This is an optimization exercise on Yosys and OpenROAD, whose aim is small area, a short achievable clock period and few clock cycles per item, not a production implementation. RTL that was checked went through simulation tests only; none was proved equivalent to the original. No activity file was given, so power comes from the tool's default toggle rates.

// quantized_matvec_accumulator
module quantized_matvec_accumulator (
   input  logic                             clock,
   input  logic                             reset,
   input  logic                             req_valid,
   output logic                             req_ready,
   input  logic signed [15:0]               req_activation,
   input  logic [15:0]                      req_weight_word,
   input  logic signed [15:0]               req_weight_scale,
   output logic                             rsp_valid,
   input  logic                             rsp_ready,
   output logic signed [31:0]               rsp_dot_result,
   output logic [19:0]                      rsp_result_index,
   output logic [12:0]                      rsp_weight_row,
   output logic                             rsp_saturated,
   output logic                             rsp_job_done,
   input  logic                             csr_we,
   input  logic [2:0]                       csr_index,
   input  logic [12:0]                      csr_wdata
);
   logic                          rst_q;
   logic                          ready_int, valid_int;
   always_ff @(posedge clock)
      rst_q <= reset;
   assign req_ready = ready_int && !rst_q;
   assign rsp_valid = valid_int && !rst_q;
   qmva_pkg::cfg_type             cfg;
  ...
For scale: ~3000 cells after synthesis, about 28000 um^2 of cells after synthesis.
Settings: LEC_CHECK=0, CAP_MARGIN=20, CORE_MARGIN=2, CORE_UTILIZATION=40, SLEW_MARGIN=20; clock period 11.5 ns.
standard.sh (not shown) runs the stock make flow with config.mk's settings and CLKGATE_MAP_FILE= SYNTH_SCRIPT=/design/flow/synth_recipe.tcl, a recipe that flattens the netlist after the stock synthesis.
==> flow/flow/run.sh <==
#!/bin/bash
# The standard layout (the standard.sh: standard synthesis, then ORFS floorplan to
# finish), with timing repair asked to leave 8.3 ns of setup slack at the 11.5 ns clock,
# so that it sizes and buffers the paths above 3.2 ns as well. The clock, constraints and
# everything else are the standard flow's.
set -euo pipefail
export SETUP_SLACK_MARGIN=8.3
bash standard.sh finish > standard_flow.log 2>&1
The starting point completed without violations.
Testbench counts at the start, summed over its fixed seeds: cycles 27,508, elements 25,630.
Rerun with:
==> flow/flow/run.sh (replaced) <==
#!/bin/bash
# The standard layout (the standard.sh: standard synthesis, then ORFS floorplan to
# finish), with timing repair asked to leave 7.5 ns of setup slack at the 11.5 ns clock,
# so that it sizes and buffers the paths above 4 ns as well. The clock, constraints and
# everything else are the standard flow's.
set -euo pipefail
export SETUP_SLACK_MARGIN=7.5
bash standard.sh finish > standard_flow.log 2>&1
What happened: Clock power went down by about 10%. Hold slack gets better by 0.0033 ns. Utilization is lower by 5.5 points. Cell count goes down by 4.9%. Count of clock-buffer cells in the layout grows by 8. Routed wire length decreases by 7.9%. First-iteration DRC count drops by 13%. Non-clock buffer count came out lower by 200. Synthesized cell count does not change. Power is lower by 9.2%.

Another version of the RTL of quantized_matvec_accumulator (not shown whole).
For scale: roughly 2,800 cells after synthesis, ~140 I/O pins.
==> flow/config.mk <==
export PLATFORM = sky130hd
export DESIGN_NAME = quantized_matvec_accumulator
export DESIGN_NICKNAME = quantized_matvec_accumulator
export VERILOG_FILES = /design/flow/design.v
export SDC_FILE = /design/flow/constraint.sdc
export NUM_CORES = 4
export LEC_CHECK = 0
export CAP_MARGIN = 20
export CORE_MARGIN = 2
export CORE_UTILIZATION = 55
export PLACE_DENSITY = 0.72
export SLEW_MARGIN = 20
==> flow/constraint.sdc <==
create_clock -name core_clock -period 11.5 [get_ports {clock}]
set_input_delay 2.3000 -clock core_clock [delete_from_list [all_inputs] [get_ports {clock}]]
set_output_delay 2.3000 -clock core_clock [all_outputs]
set_load 0.01 [all_outputs]
==> flow/flow/run.sh <==
#!/bin/bash
# The standard layout (the standard.sh: standard synthesis, then ORFS floorplan to
# finish), with timing repair asked to leave 7.5 ns of setup slack at the 11.5 ns clock,
# so that it sizes and buffers the paths above 4 ns as well. The clock, constraints and
# everything else are the standard flow's.
set -euo pipefail
export SETUP_SLACK_MARGIN=7.5
bash standard.sh finish > standard_flow.log 2>&1
The starting point finished with timing, DRC and antenna clean.
==> next run, changes <==
CORE_UTILIZATION = 40   (was 55)
PLACE_DENSITY = default   (was 0.72)
What happened: Global-route usage falls by 7.5 points; core utilization decreases by 17 points; final cell count climbs by 7.0%; synthesized cell count does not change; synthesized area does not change.
No run of this note included a check of the RTL's function; only the layout flow was run.

Another version of the RTL of quantized_matvec_accumulator (not shown whole).
Size: ~360 flip-flops, ~140 I/O pins, roughly 0.026 mm² of cells after synthesis.
Settings: LEC_CHECK=0, CAP_MARGIN=20, CORE_MARGIN=2, CORE_UTILIZATION=40, CTS_CLUSTER_SIZE=30, SLEW_MARGIN=20; clock period 11.5 ns.
==> flow/flow/run.sh <==
#!/bin/bash
# The standard layout (the standard.sh: standard synthesis, then ORFS floorplan to
# finish) with two changes to how it is made:
#  - timing repair is asked to leave 7.8 ns of setup slack at the 11.5 ns clock, so that
#    it sizes and buffers the paths above 3.7 ns as well;
#  - the port buffers that placement inserts (one on every input and output, as in the
#    standard flow) are sky130_fd_sc_hd__buf_1 cells.
# The clock, constraints and everything else are the standard flow's.
set -euo pipefail
export SETUP_SLACK_MARGIN=7.8
export BUFFER_PORTS_ARGS="-buffer_cell sky130_fd_sc_hd__buf_1"
bash standard.sh finish > standard_flow.log 2>&1
Testbench counts at the start, summed over its fixed seeds: cycles 27,508, elements 25,630.
Change:
==> flow/flow/run.sh (replaced) <==
#!/bin/bash
# The standard layout (the standard.sh: standard synthesis, then ORFS floorplan to
# finish), with timing repair asked to leave 7.5 ns of setup slack at the 11.5 ns clock,
# so that it sizes and buffers the paths above 4 ns as well. The clock, constraints and
# everything else are the standard flow's.
set -euo pipefail
export SETUP_SLACK_MARGIN=7.5
bash standard.sh finish > standard_flow.log 2>&1
CTS_BUF_LIST = sky130_fd_sc_hd__clkbuf_4   (was unset)
CTS_CLUSTER_SIZE = unset   (was 30)
The new run finished with timing, DRC and antenna clean.
Sequential power is about the same.
Global-route usage came out higher by 0.29 points.
Critical path depth came out lower by 5.
Utilization came out higher by 0.51 points.
Worst setup slack is worse by 0.18 ns.
First-iteration DRC count came out higher by 2.7%.
Change:
==> flow/flow/run.sh (replaced) <==
#!/bin/bash
# The standard layout (the standard.sh: standard synthesis, then ORFS floorplan to
# finish) with two changes to how it is made:
#  - timing repair is asked to leave 7.8 ns of setup slack at the 11.5 ns clock, so that
#    it sizes and buffers the paths above 3.7 ns as well;
#  - the port buffers that placement inserts (one on every input and output, as in the
#    standard flow) are sky130_fd_sc_hd__buf_1 cells.
# The clock, constraints and everything else are the standard flow's.
set -euo pipefail
export SETUP_SLACK_MARGIN=7.8
export BUFFER_PORTS_ARGS="-buffer_cell sky130_fd_sc_hd__buf_1"
bash standard.sh finish > standard_flow.log 2>&1
The new run finished with timing, DRC and antenna clean.
Maximum frequency goes up by 3.3%.
Clock skew goes down by 0.058 ns.
Design area goes up by 0.61%.
Power goes up by 4.1%.
Critical path depth goes down by 8.
Global-route usage goes up by 0.15 points.
Change:
==> flow/flow/run.sh (replaced) <==
#!/bin/bash
# The standard layout (the standard.sh: standard synthesis, then ORFS floorplan to
# finish) with two changes to how it is made:
#  - timing repair is asked to leave 8.1 ns of setup slack at the 11.5 ns clock, so that
#    it sizes and buffers the paths above 3.4 ns as well;
#  - the port buffers that placement inserts (one on every input and output, as in the
#    standard flow) are sky130_fd_sc_hd__buf_1 cells.
# The clock, constraints and everything else are the standard flow's.
set -euo pipefail
export SETUP_SLACK_MARGIN=8.1
export BUFFER_PORTS_ARGS="-buffer_cell sky130_fd_sc_hd__buf_1"
bash standard.sh finish > standard_flow.log 2>&1
CTS_BUF_LIST = unset   (was sky130_fd_sc_hd__clkbuf_4)
What happened: Design area is higher by 4.8%; clock power is higher by about 10%; sequential share of layout area is lower by 1.2 points.

[re-timing with driven ports]
Ports are ideal in the flow. The routed layouts listed here were re-timed in OpenROAD.
Step 1 assumes that a clkbuf_16 drives the clock port and a buf_2 every other input.
Step 2 also shifts input and output timing later by t, the mid clock arrival at the registers, as if the neighbouring blocks saw the same clock.
Three values: ideal, step 1, step 2; two values: the first two.
run | shift t [ns] | setup slack, ns | pins driven straight from the clock port
the first run of note 1 | 0.655 | 7.762 / 7.697 / 7.430 | 1
the second run of note 1 | 0.638 | 7.571 / 7.506 / 6.949 | 1
the first run of note 2 | 0.652 | 7.530 / 7.480 / 7.001 | 1
the second run of note 2 | 0.645 | 7.531 / 7.511 / 6.915 | 1
the first run of note 3 | 0.650 | 7.785 / 7.785 / 7.235 | 1
the second run of note 3 | 0.910 | 7.605 / 7.547 / 6.734 | 1
the third run of note 3 | 0.929 | 7.730 / 7.672 / 6.926 | 1
the fourth run of note 3 | 0.651 | 7.772 / 7.772 / 7.211 | 1
After both steps setup and hold are still met in every run listed. For the second run of note 3, which loses most, drivers alone change the setup slack by -0.058 ns; drivers and shift together by -0.871 ns.
